Background: an optimization exercise with open tools, aiming at small area, a short achievable clock period and few clock cycles. Do not read the settings as production practice. At most, simulation tests tie the RTL to the original design; equivalence was not proved. Power is estimated from default activity; no workload was simulated.

==> inputs of run G <==
## mipsPipeline
module mipsPipeline (
    input  logic        clk,
    input  logic        rst,
    input  logic        instrAck,
    input  logic [31:0] instrData,
    output logic        instrReq,
    output logic [31:0] instrAddr,
    output logic        wbValid,
    output logic [4:0]  wbReg,
    output logic [31:0] wbData
);
export LEC_CHECK = 0
export CAP_MARGIN = 20
export CORE_MARGIN = 2
export CORE_UTILIZATION = 65
export CTS_CLUSTER_DIAMETER = 60
export CTS_CLUSTER_SIZE = 24
export PLACE_DENSITY = 0.75
export SETUP_SLACK_MARGIN = 2.5
export SLEW_MARGIN = 20
export SYNTH_HIERARCHICAL = 1
create_clock -name core_clock -period 5.0 [get_ports {clk}]
run.sh (not shown) runs the stock make flow with config.mk's settings and CLKGATE_MAP_FILE= SYNTH_SCRIPT=/design/flow/synth_recipe.tcl, a recipe that flattens the netlist after the stock synthesis.
==> inputs of run X, as changes to run G <==
--- a/flow/design.v
+++ b/flow/design.v
@@ -133,12 +133,11 @@
 endmodule
 `default_nettype wire
 `default_nettype none
 module memStage (
     input  logic [7:0]  regA8,
-    input  logic [7:0]  wbAlu8,
-    input  logic [7:0]  wbMem8,
+    input  logic [7:0]  wb8,
     input  logic [7:0]  imm8,
     input  logic        patchA,
     input  logic        isLw,
     input  logic        isSw,
     input  logic        d2V,
@@ -148,11 +147,11 @@
 );
     logic [7:0] addrR;
     logic [7:0] addrW;
     logic [5:0] idx;
     assign addrR = regA8 + imm8;
-    assign addrW = (wbAlu8 | wbMem8) + imm8;
+    assign addrW = wb8 + imm8;
     assign idx   = patchA ? addrW[7:2] : addrR[7:2];
     always_comb begin
         for (int k = 0; k < 8; k++) begin
             ldHiNext[k] = isLw & (idx[5:3] == 3'(k));
             swHiNext[k] = d2V & isSw & (idx[5:3] == 3'(k));
@@ -181,12 +180,10 @@
     localparam logic [5:0] fnAdd = 6'h20;
     localparam logic [5:0] fnSub = 6'h22;
     localparam logic [5:0] fnAnd = 6'h24;
     localparam logic [5:0] fnOr  = 6'h25;
     localparam logic [5:0] fnSlt = 6'h2a;
-    logic [31:0] wbAlu;
-    logic [31:0] wbMem;
     logic        reqQ;
     logic [29:0] addrQ;
     logic        pendEQ;
     logic        pendDQ;
     logic        killQ;
@@ -394,12 +391,11 @@
         end
     end
     assign baseA = patchA ? wbData : regD;
     memStage u_addr (
         .regA8     (regD[7:0]),
-        .wbAlu8    (wbAlu[7:0]),
-        .wbMem8    (wbMem[7:0]),
+        .wb8       (wbData[7:0]),
         .imm8      (immF[7:0]),
         .patchA    (patchA),
         .isLw      (isLw),
         .isSw      (isSw),
         .d2V       (d2V & ~takenQ),
@@ -454,10 +450,12 @@
         ldHi  <= ldHiNext;
         memLo <= loNext;
     end
     logic [31:0] aluRes;
     logic [31:0] memRes;
+    logic [31:0] wbAlu;
+    logic [31:0] wbMem;
     logic        eq;
     executeStage u_ex (
         .regA   (regA),
         .regB   (regB),
         .eArith (eArith),
- SETUP_SLACK_MARGIN: 2.5 -> 3.0
- SYNTH_HIERARCHICAL: 1 -> unset
==> run_results.csv <==
group,metric,value,unit
clock_tree,worstSkewPairLatency,0.91,ns
floorplanning,start_util,65.6,%
power_and_ir_drop,power_density,328,nW/um2
route,viasPerCell,7.65,
hold_path,hold_end,"rawQ[3]",
timing,layout_worst_path_cycle_share,59.7,%
route,wl_met2,194000,um
status,outcome,"complete, no violations",
the above is filed under run X

==> run_results.csv <==
group,metric,value,unit
route,wl_met2,181000,um
route,viasPerCell,7.31,
final_layout,buffer_area_share,4.21,%
status,outcome,"complete, no violations",
clock_tree,worstSkewPairLatency,0.92,ns
logic_synthesis,synth_top_area_share,71.9,%
the above is filed under run G

Testbench counts of run G, summed over its fixed seeds: cycles 29,060.
Testbench counts of run X, summed over its fixed seeds: cycles 29,060.


==> 07-20: inputs <==
==> flow/design.v <==
`default_nettype none
module mipsPipeline (
    input  logic        clk,
    input  logic        rst,
    input  logic        instrAck,
    input  logic [31:0] instrData,
    output logic        instrReq,
    output logic [31:0] instrAddr,
    output logic        wbValid,
    output logic [4:0]  wbReg,
    output logic [31:0] wbData
);
    localparam logic [5:0] opRType = 6'h00;
    localparam logic [5:0] opBeq   = 6'h04;
    localparam logic [5:0] opAddi  = 6'h08;
    localparam logic [5:0] opLw    = 6'h23;
    localparam logic [5:0] opSw    = 6'h2b;
    localparam logic [5:0] fnAdd = 6'h20;
    localparam logic [5:0] fnSub = 6'h22;
    localparam logic [5:0] fnAnd = 6'h24;
    localparam logic [5:0] fnOr  = 6'h25;
    localparam logic [5:0] fnSlt = 6'h2a;
    logic        reqQ;
    logic [29:0] addrQ;
    logic        pendEQ;
    logic        pendDQ;
    logic        killQ;
    logic [31:0] rawQ;
    logic [29:0] tgtQ;
    logic        rawV;
    logic        done;
    logic        rise;
    logic        eSel;
    logic        dSel;
    logic [29:0] nextAddr;
    logic        eTaken;
    logic [29:0] tgtE;
    logic [5:0]  op;
    logic [5:0]  funct;
    logic [4:0]  rsF;
    logic [4:0]  rtF;
    logic [4:0]  rdF;
    logic [15:0] immF;
    logic        fAdd, fSub, fAnd, fOr, fSlt;
    logic        isR, isAddi, isLw, isSw, isBeq;
    logic [4:0]  dDest;
    logic        dWr;
    logic        dRtReg;
    logic        dBeqDyn;
    logic        dRedir;
    assign instrReq  = reqQ;
    assign instrAddr = {addrQ, 2'b00};
    assign done = reqQ & instrAck;
    assign rise = ~reqQ & ~instrAck;
    assign op    = rawQ[31:26];
    assign funct = rawQ[5:0];
    assign rsF   = rawQ[25:21];
    assign rtF   = rawQ[20:16];
    assign rdF   = rawQ[15:11];
    assign immF  = rawQ[15:0];
    assign fAdd   = funct == fnAdd;
    assign fSub   = funct == fnSub;
    assign fAnd   = funct == fnAnd;
    assign fOr    = funct == fnOr;
    assign fSlt   = funct == fnSlt;
    assign isR    = (op == opRType) & (fAdd | fSub | fAnd | fOr | fSlt);
    assign isAddi = op == opAddi;
    assign isLw   = op == opLw;
    assign isSw   = op == opSw;
    assign isBeq  = op == opBeq;
    assign dDest  = isR ? rdF : rtF;
    assign dWr    = (isR | isAddi | isLw) & (dDest != 5'd0);
    assign dRtReg = isR | isSw | isBeq;
    assign dBeqDyn = isBeq & (rsF != rtF) & (immF != 16'd0);
    assign dRedir  = rawV & isBeq & (rsF == rtF);
    assign eSel = eTaken | pendEQ;
    assign dSel = dRedir | pendDQ;
    assign nextAddr = eSel ? tgtE :
                      dSel ? tgtQ : addrQ + 30'd1;
    always_ff @(posedge clk) begin
        if (rst) begin
            reqQ   <= 1'b0;
            pendEQ <= 1'b0;
            pendDQ <= 1'b0;
            killQ  <= 1'b0;
            rawV   <= 1'b0;
            addrQ  <= '1;
        end else begin
            if (done) begin
                reqQ <= 1'b0;
            end else if (rise) begin
                reqQ <= 1'b1;
            end
            if (rise) begin
                addrQ  <= nextAddr;
                pendEQ <= 1'b0;
                pendDQ <= 1'b0;
            end else if (eTaken) begin
                pendEQ <= 1'b1;
                pendDQ <= 1'b0;
            end else if (dRedir) begin
                pendDQ <= 1'b1;
            end
            if (done) begin
                killQ <= 1'b0;
            end else if (eTaken && reqQ) begin
                killQ <= 1'b1;
            end
            rawV <= done & ~killQ & ~eTaken;
        end
    end
    logic [30:0] tgtSum;
    assign tgtSum = {addrQ, 1'b1} + {{14{instrData[15]}}, instrData[15:0], 1'b1};
    always_ff @(posedge clk) begin
        if (reqQ) begin
            rawQ <= instrData;
            tgtQ <= tgtSum[30:1];
        end
    end
    logic [31:0][31:0] rf;
    logic [31:0]       rfV;
    logic [31:0]       rfVNext;
    logic [31:0]       rdSel;
    logic              rdByp;
    logic [4:0]        portNext;
    logic              bypNext;
    logic [31:0]       rdVal;
    logic        mWr;
    logic [4:0]  mDest;
    always_ff @(posedge clk) begin
        for (int i = 1; i < 32; i++) begin
            if (wbValid && wbReg == 5'(i)) begin
                rf[i] <= wbData;
            end
        end
    end
    always_ff @(posedge clk) begin
        if (rst) begin
            rfV <= '0;
        end else if (wbValid) begin
            rfV[wbReg] <= 1'b1;
        end
    end
    always_comb begin
        rfVNext = rfV;
        if (wbValid) begin
            rfVNext[wbReg] = 1'b1;
        end
        rfVNext[0] = 1'b0;
    end
    assign portNext = reqQ ? instrData[25:21] : rtF;
    assign bypNext  = mWr && (mDest == portNext);
    always_ff @(posedge clk) begin
        for (int i = 0; i < 32; i++) begin
            rdSel[i] <= (portNext == 5'(i)) & rfVNext[i] & ~bypNext;
        end
        rdByp <= bypNext;
    end
    always_comb begin
        rdVal = rdByp ? wbData : 32'd0;
        for (int i = 1; i < 32; i++) begin
            rdVal = rdVal | ({32{rdSel[i]}} & rf[i]);
        end
    end
    logic        d2V;
    logic [31:0] regA;
    logic [31:0] regB;
    logic        patchWA;
    logic        fwdMA;
    logic        fwdMB;
    logic [31:0] ldVal;
    logic        eV;
    logic        eWr;
    logic [4:0]  eDest;
    logic        eSub;
    logic        eAnd;
    logic        eOr;
    logic        eSlt;
    logic        eLw;
    logic        eSw;
    logic        eBeq;
    logic [7:0]  eImm;
    always_ff @(posedge clk) begin
        if (rst) begin
            d2V <= 1'b0;
        end else begin
            d2V <= rawV & ~eTaken;
        end
    end
    always_ff @(posedge clk) begin
        patchWA <= mWr && (mDest == rsF);
        fwdMA   <= eV && eWr && (eDest == rsF);
        fwdMB   <= eV && eWr && (eDest == rtF) && dRtReg;
        if (rawV) begin
            regA <= rdVal;
        end else if (d2V) begin
            if (fwdMA) begin
                regA <= ldVal;
            end else if (patchWA) begin
                regA <= wbData;
            end
        end
        if (d2V) begin
            if (fwdMB) begin
                regB <= ldVal;
            end else if (isAddi) begin
                regB <= {{16{immF[15]}}, immF};
            end else begin
                regB <= rdVal;
            end
        end
        if (d2V && dBeqDyn) begin
            tgtE <= tgtQ;
        end
    end
    always_ff @(posedge clk) begin
        if (rst) begin
            eV <= 1'b0;
        end else begin
            eV <= d2V;
        end
    end
    always_ff @(posedge clk) begin
        if (d2V) begin
            eWr   <= dWr;
            eDest <= dDest;
            eSub  <= isR & (fSub | fSlt);
            eAnd  <= isR & fAnd;
            eOr   <= isR & fOr;
            eSlt  <= isR & fSlt;
            eLw   <= isLw;
            eSw   <= isSw;
            eBeq  <= dBeqDyn;
            eImm  <= immF[7:0];
        end
    end
    logic [31:0] opA;
    logic [31:0] opB;
    logic [31:0] opBx;
    logic [32:0] sumX;
    logic [31:0] sum;
    logic        lessThan;
    logic [31:0] aluRes;
    logic [7:0]  memAddr;
    logic [5:0]  memIdx;
    assign opA  = regA;
    assign opB  = regB;
    assign opBx = opB ^ {32{eSub}};
    assign sumX = {opA, 1'b1} + {opBx, eSub};
    assign sum  = sumX[32:1];
    assign lessThan = (opA[31] ^ opB[31]) ? opA[31] : sum[31];
    always_comb begin
        if (eAnd) begin
            aluRes = opA & opB;
        end else if (eOr) begin
            aluRes = opA | opB;
        end else if (eSlt) begin
            aluRes = {31'd0, lessThan};
        end else begin
            aluRes = sum;
        end
    end
    assign eTaken  = eV & eBeq & (opA == opB);
    assign memAddr = opA[7:0] + eImm;
    assign memIdx  = memAddr[7:2];
    logic [63:0][31:0] dmem;
    logic [63:0]       dmemV;
    logic              mV;
    logic              mSw;
    logic              mAlu;
    logic [5:0]        mIdx;
    logic [63:0]       mSel;
    logic [31:0]       mRes;
    logic [31:0]       mStore;
    always_ff @(posedge clk) begin
        if (rst) begin
            mV  <= 1'b0;
            mWr <= 1'b0;
            mSw <= 1'b0;
        end else begin
            mV  <= eV;
            mWr <= eV & eWr;
            mSw <= eV & eSw;
        end
    end
    always_ff @(posedge clk) begin
        mDest  <= eDest;
        mAlu   <= ~eLw;
        mIdx   <= memIdx;
        mRes   <= aluRes;
        mStore <= opB;
        for (int i = 0; i < 64; i++) begin
            mSel[i] <= eV & eLw & (memIdx == 6'(i)) & dmemV[i];
        end
    end
    always_ff @(posedge clk) begin
        for (int i = 0; i < 64; i++) begin
            if (mSw && mIdx == 6'(i)) begin
                dmem[i] <= mStore;
            end
        end
    end
    always_ff @(posedge clk) begin
        if (rst) begin
            dmemV <= '0;
        end else if (mSw) begin
            dmemV[mIdx] <= 1'b1;
        end
    end
    always_comb begin
        ldVal = mAlu ? mRes : 32'd0;
        for (int i = 0; i < 64; i++) begin
            ldVal = ldVal | ({32{mSel[i]}} & dmem[i]);
        end
    end
    always_ff @(posedge clk) begin
        if (rst) begin
            wbValid <= 1'b0;
        end else begin
            wbValid <= mWr;
        end
    end
    always_ff @(posedge clk) begin
        wbReg  <= mDest;
        wbData <= ldVal;
    end
endmodule
`default_nettype wire
==> flow/run.sh <==
#!/bin/bash
# synth_recipe.tcl (not shown) runs the flow's synth.tcl, then flattens the netlist and writes it again
# the make line also repeats each setting of config.mk as NAME=value (left out here)
make -C /OpenROAD-flow-scripts/flow DESIGN_CONFIG=/design/flow/config.mk WORK_HOME=/design/flow/orfs CLKGATE_MAP_FILE= SYNTH_SCRIPT=/design/flow/synth_recipe.tcl finish
==> flow/config.mk <==
export PLATFORM = sky130hd
export DESIGN_NAME = mipsPipeline
export DESIGN_NICKNAME = mipsPipeline
export VERILOG_FILES = /design/flow/design.v
export SDC_FILE = /design/flow/constraint.sdc
export NUM_CORES = 4
export LEC_CHECK = 0
export ABC_CLOCK_PERIOD_IN_PS = 2500
export CAP_MARGIN = 20
export CORE_MARGIN = 2
export CORE_UTILIZATION = 40
export SETUP_SLACK_MARGIN = 2.4
export SLEW_MARGIN = 20
==> flow/constraint.sdc <==
create_clock -name core_clock -period 5.0 [get_ports {clk}]
set_input_delay 1.0000 -clock core_clock [delete_from_list [all_inputs] [get_ports {clk}]]
set_output_delay 1.0000 -clock core_clock [all_outputs]
set_load 0.01 [all_outputs]
==> inputs of 07-16, as changes to 07-20 <==
==> flow/design.v, changed modules only <==
module mipsPipeline (
    input  logic        clk,
    input  logic        rst,
    input  logic        instrAck,
    input  logic [31:0] instrData,
    output logic        instrReq,
    output logic [31:0] instrAddr,
    output logic        wbValid,
    output logic [4:0]  wbReg,
    output logic [31:0] wbData
);
    localparam logic [5:0] opRType = 6'h00;
    localparam logic [5:0] opBeq   = 6'h04;
    localparam logic [5:0] opAddi  = 6'h08;
    localparam logic [5:0] opLw    = 6'h23;
    localparam logic [5:0] opSw    = 6'h2b;
    localparam logic [5:0] fnAdd = 6'h20;
    localparam logic [5:0] fnSub = 6'h22;
    localparam logic [5:0] fnAnd = 6'h24;
    localparam logic [5:0] fnOr  = 6'h25;
    localparam logic [5:0] fnSlt = 6'h2a;
    logic        reqQ;
    logic [29:0] addrQ;
    logic        pendEQ;
    logic        pendDQ;
    logic        killQ;
    logic [31:0] rawQ;
    logic [29:0] tgtQ;
    logic        rawV;
    logic        done;
    logic        rise;
    logic        eSel;
    logic        dSel;
    logic [29:0] nextAddr;
    logic        eTaken;
    logic [29:0] tgtE;
    logic [5:0]  op;
    logic [5:0]  funct;
    logic [4:0]  rsF;
    logic [4:0]  rtF;
    logic [4:0]  rdF;
    logic [15:0] immF;
    logic        fAdd, fSub, fAnd, fOr, fSlt;
    logic        isR, isAddi, isLw, isSw, isBeq;
    logic [4:0]  dDest;
    logic        dWr;
    logic        dRtReg;
    logic        dBeqDyn;
    logic        dRedir;
    assign instrReq  = reqQ;
    assign instrAddr = {addrQ, 2'b00};
    assign done = reqQ & instrAck;
    assign rise = ~reqQ & ~instrAck;
    assign op    = rawQ[31:26];
    assign funct = rawQ[5:0];
    assign rsF   = rawQ[25:21];
    assign rtF   = rawQ[20:16];
    assign rdF   = rawQ[15:11];
    assign immF  = rawQ[15:0];
    assign fAdd   = funct == fnAdd;
    assign fSub   = funct == fnSub;
    assign fAnd   = funct == fnAnd;
    assign fOr    = funct == fnOr;
    assign fSlt   = funct == fnSlt;
    assign isR    = (op == opRType) & (fAdd | fSub | fAnd | fOr | fSlt);
    assign isAddi = op == opAddi;
    assign isLw   = op == opLw;
    assign isSw   = op == opSw;
    assign isBeq  = op == opBeq;
    assign dDest  = isR ? rdF : rtF;
    assign dWr    = (isR | isAddi | isLw) & (dDest != 5'd0);
    assign dRtReg = isR | isSw | isBeq;
    assign dBeqDyn = isBeq & (rsF != rtF) & (immF != 16'd0);
    assign dRedir  = rawV & isBeq & (rsF == rtF);
    assign eSel = eTaken | pendEQ;
    assign dSel = dRedir | pendDQ;
    assign nextAddr = eSel ? tgtE :
                      dSel ? tgtQ : addrQ + 30'd1;
    always_ff @(posedge clk) begin
        if (rst) begin
            reqQ   <= 1'b0;
            pendEQ <= 1'b0;
            pendDQ <= 1'b0;
            killQ  <= 1'b0;
            rawV   <= 1'b0;
            addrQ  <= '1;
        end else begin
            if (done) begin
                reqQ <= 1'b0;
            end else if (rise) begin
                reqQ <= 1'b1;
            end
            if (rise) begin
                addrQ  <= nextAddr;
                pendEQ <= 1'b0;
                pendDQ <= 1'b0;
            end else if (eTaken) begin
                pendEQ <= 1'b1;
                pendDQ <= 1'b0;
            end else if (dRedir) begin
                pendDQ <= 1'b1;
            end
            if (done) begin
                killQ <= 1'b0;
            end else if (eTaken && reqQ) begin
                killQ <= 1'b1;
            end
            rawV <= done & ~killQ & ~eTaken;
        end
    end
    logic [30:0] tgtSum;
    assign tgtSum = {addrQ, 1'b1} + {{14{instrData[15]}}, instrData[15:0], 1'b1};
    always_ff @(posedge clk) begin
        if (reqQ) begin
            rawQ <= instrData;
            tgtQ <= tgtSum[30:1];
        end
    end
    logic [31:0][31:0] rf;
    logic [31:0]       rfV;
    logic [31:0]       rfVNext;
    logic [31:0]       rdSel;
    logic              rdByp;
    logic [4:0]        portNext;
    logic              bypNext;
    logic [31:0]       rdVal;
    logic        eV;
    logic        eWr;
    logic [4:0]  eDest;
    always_ff @(posedge clk) begin
        for (int i = 1; i < 32; i++) begin
            if (wbValid && wbReg == 5'(i)) begin
                rf[i] <= wbData;
            end
        end
    end
    always_ff @(posedge clk) begin
        if (rst) begin
            rfV <= '0;
        end else if (wbValid) begin
            rfV[wbReg] <= 1'b1;
        end
    end
    always_comb begin
        rfVNext = rfV;
        if (wbValid) begin
            rfVNext[wbReg] = 1'b1;
        end
        rfVNext[0] = 1'b0;
    end
    assign portNext = reqQ ? instrData[25:21] : rtF;
    assign bypNext  = eV && eWr && (eDest == portNext);
    always_ff @(posedge clk) begin
        for (int i = 0; i < 32; i++) begin
            rdSel[i] <= (portNext == 5'(i)) & rfVNext[i] & ~bypNext;
        end
        rdByp <= bypNext;
    end
    always_comb begin
        rdVal = rdByp ? wbData : 32'd0;
        for (int i = 1; i < 32; i++) begin
            rdVal = rdVal | ({32{rdSel[i]}} & rf[i]);
        end
    end
    logic        d2V;
    logic [31:0] regA;
    logic [31:0] regB;
    logic        patchA;
    logic [31:0] baseA;
    logic [7:0]  memAddr;
    logic [5:0]  memIdx;
    logic [63:0][31:0] dmem;
    logic [63:0]       dmemV;
    always_ff @(posedge clk) begin
        if (rst) begin
            d2V <= 1'b0;
        end else begin
            d2V <= rawV & ~eTaken;
        end
    end
    assign baseA = patchA ? wbData : regA;
    assign memAddr = baseA[7:0] + immF[7:0];
    assign memIdx  = memAddr[7:2];
    always_ff @(posedge clk) begin
        patchA <= eV && eWr && (eDest == rsF);
        if (rawV) begin
            regA <= rdVal;
        end else if (d2V) begin
            regA <= baseA;
        end
        regB <= isAddi ? {{16{immF[15]}}, immF} : rdVal;
        if (d2V && dBeqDyn) begin
            tgtE <= tgtQ;
        end
    end
    logic        eAdd;
    logic        eSub;
    logic        eAnd;
    logic        eOr;
    logic        eSlt;
    logic        eSw;
    logic        eBeq;
    logic [5:0]  eIdx;
    logic [63:0] eLdSel;
    always_ff @(posedge clk) begin
        if (rst) begin
            eV  <= 1'b0;
        end else begin
            eV  <= d2V;
        end
    end
    always_ff @(posedge clk) begin
        eWr   <= dWr;
        eDest <= dDest;
        eAdd  <= isAddi | (isR & fAdd);
        eSub  <= isR & fSub;
        eAnd  <= isR & fAnd;
        eOr   <= isR & fOr;
        eSlt  <= isR & fSlt;
        eSw   <= isSw;
        eBeq  <= dBeqDyn;
        eIdx  <= memIdx;
        for (int i = 0; i < 64; i++) begin
            eLdSel[i] <= isLw & (memIdx == 6'(i)) & dmemV[i];
        end
    end
    logic [31:0] sum;
    logic [31:0] diff;
    logic        lessThan;
    logic [31:0] exRes;
    assign sum  = regA + regB;
    assign diff = regA - regB;
    assign lessThan = (regA[31] ^ regB[31]) ? regA[31] : diff[31];
    always_comb begin
        exRes = ({32{eAdd}} & sum) |
                ({32{eSub}} & diff) |
                ({32{eAnd}} & (regA & regB)) |
                ({32{eOr}}  & (regA | regB)) |
                {31'd0, eSlt & lessThan};
        for (int i = 0; i < 64; i++) begin
            exRes = exRes | ({32{eLdSel[i]}} & dmem[i]);
        end
    end
    assign eTaken = eV & eBeq & (regA == regB);
    always_ff @(posedge clk) begin
        for (int i = 0; i < 64; i++) begin
            if (eV && eSw && eIdx == 6'(i)) begin
                dmem[i] <= regB;
            end
        end
    end
    always_ff @(posedge clk) begin
        if (rst) begin
            dmemV <= '0;
        end else if (eV && eSw) begin
            dmemV[eIdx] <= 1'b1;
        end
    end
    always_ff @(posedge clk) begin
        if (rst) begin
            wbValid <= 1'b0;
        end else begin
            wbValid <= eV & eWr;
        end
    end
    always_ff @(posedge clk) begin
        wbReg  <= eDest;
        wbData <= exRes;
    end
endmodule
--- a/flow/config.mk
+++ b/flow/config.mk
@@ -10,4 +10,5 @@
 export CORE_MARGIN = 2
 export CORE_UTILIZATION = 40
-export SETUP_SLACK_MARGIN = 2.4
+export SETUP_SLACK_MARGIN = 1.5
 export SLEW_MARGIN = 20
+export TNS_END_PERCENT = 20
==> comparison <==
07-20 finished with timing, DRC and antenna clean. 07-16 went through all stages and came out clean.
Between 07-20 and 07-16, the lower global-route usage is in 07-16 (gap 1.1 points).
Of 07-16 and 07-20, 07-20 has the higher count of clock-buffer cells in the layout (gap 5).
Register-to-register slack: 07-20 is higher than 07-16 (1.0 ns).
Of 07-20 and 07-16, 07-16 has the higher critical path depth (gap 4).
Between 07-16 and 07-20, the lower design area is in 07-16 (gap 8.8%, measured against 07-20).
In 07-16 the clock skew is lower than in 07-20, by 0.016 ns.
Between 07-20 and 07-16, the lower die area is in 07-16 (gap about 1.3%, measured against 07-16).
Of 07-20 and 07-16, 07-20 has the higher synthesized cell count (gap 1.5%, measured against 07-16).
Power: 07-20 is larger than 07-16 (2.8%).
First-iteration DRC count: 07-16 is smaller than 07-20 (6.1%).
==> figures <==
Run status: 07-16 timing/DRC/antenna clean; 07-20 timing/DRC/antenna clean
Critical path's largest stage delay: 07-16 0.48 ns; 07-20 0.41 ns
M1 wire length: 07-16 184 mm; 07-20 184 mm
Min Hold Slack: 07-16 0.403 ns; 07-20 0.398 ns
Sequential cell count of the final layout: 07-16 3482; 07-20 3564
Post-placement cell area: 07-16 0.139 mm2; 07-20 0.141 mm2
Number of sinks on the clock net: 07-16 3482; 07-20 3564
Instance count after placement with tap cells included: 07-16 12200; 07-20 12300
Share of total power in combinational logic: 07-16 0.026; 07-20 0.034
Switching fraction of total power: 07-16 0.210; 07-20 0.211
Area share of and/or/nand/nor cells after synthesis: 07-16 0.0506; 07-20 0.0506
Total iterations of the first detailed-routing run: 07-16 6; 07-20 10
Worst IR Drop VDD: 07-16 299 uV; 07-20 341 uV
Number of clock buffers inserted by TritonCTS: 07-16 353; 07-20 352
Post-CTS setup buffer count: 07-16 20; 07-20 583
Clock-cell share of area: 07-16 0.0737; 07-20 0.0669
Clock group total power: 07-16 0.0260 W; 07-20 0.0263 W
Clock latency reported for the late side of the worst-skew pair: 07-16 0.94 ns; 07-20 0.96 ns
Multi-input gate share of the layout cell area: 07-16 0.180; 07-20 0.181
Antenna violations before repair: 07-16 36; 07-20 31
Antenna diode instance count: 07-16 27; 07-20 25
Xor-xnor portion of the synthesized cell area: 07-16 0.00654; 07-20 0.0101
Testbench counts of 07-16, summed over its fixed seeds: cycles 29,520.
The RTL of 07-20 was laid out without a check of its function.

==> port drivers added, routing unchanged <==
The flow's constraints put no driver on any port. The routed layouts listed below were extracted and timed again, unchanged, in two steps.
Step 1 sets driving cells, clkbuf_16 on the clock port and buf_2 on the other inputs (assumed; they add their load-dependent delay and slew).
Step 2 moves the port delays by t, midway between the first and last clock arrival at a register: inputs arrive t later, outputs are due t later. That takes back most of the time a late clock gives input paths.
a / b / c = ideal / step 1 / step 2; a / b = the first two.
run | t, ns | slack for setup (ns) | cell pins on the clock port's net
run G | 0.991 | 2.092 / 1.997 / 1.459 | 1
run X | 0.986 | 2.014 / 1.913 / 1.418 | 1
07-20 | 1.014 | 1.773 / 1.773 / 1.092 | 1
07-16 | 0.995 | 0.736 / 0.736 / 0.564 | 1
After both steps every run listed still meets setup and hold. The setup slack of 07-20, which loses most, moves by 0.000 ns with the drivers and by -0.681 ns with both steps.
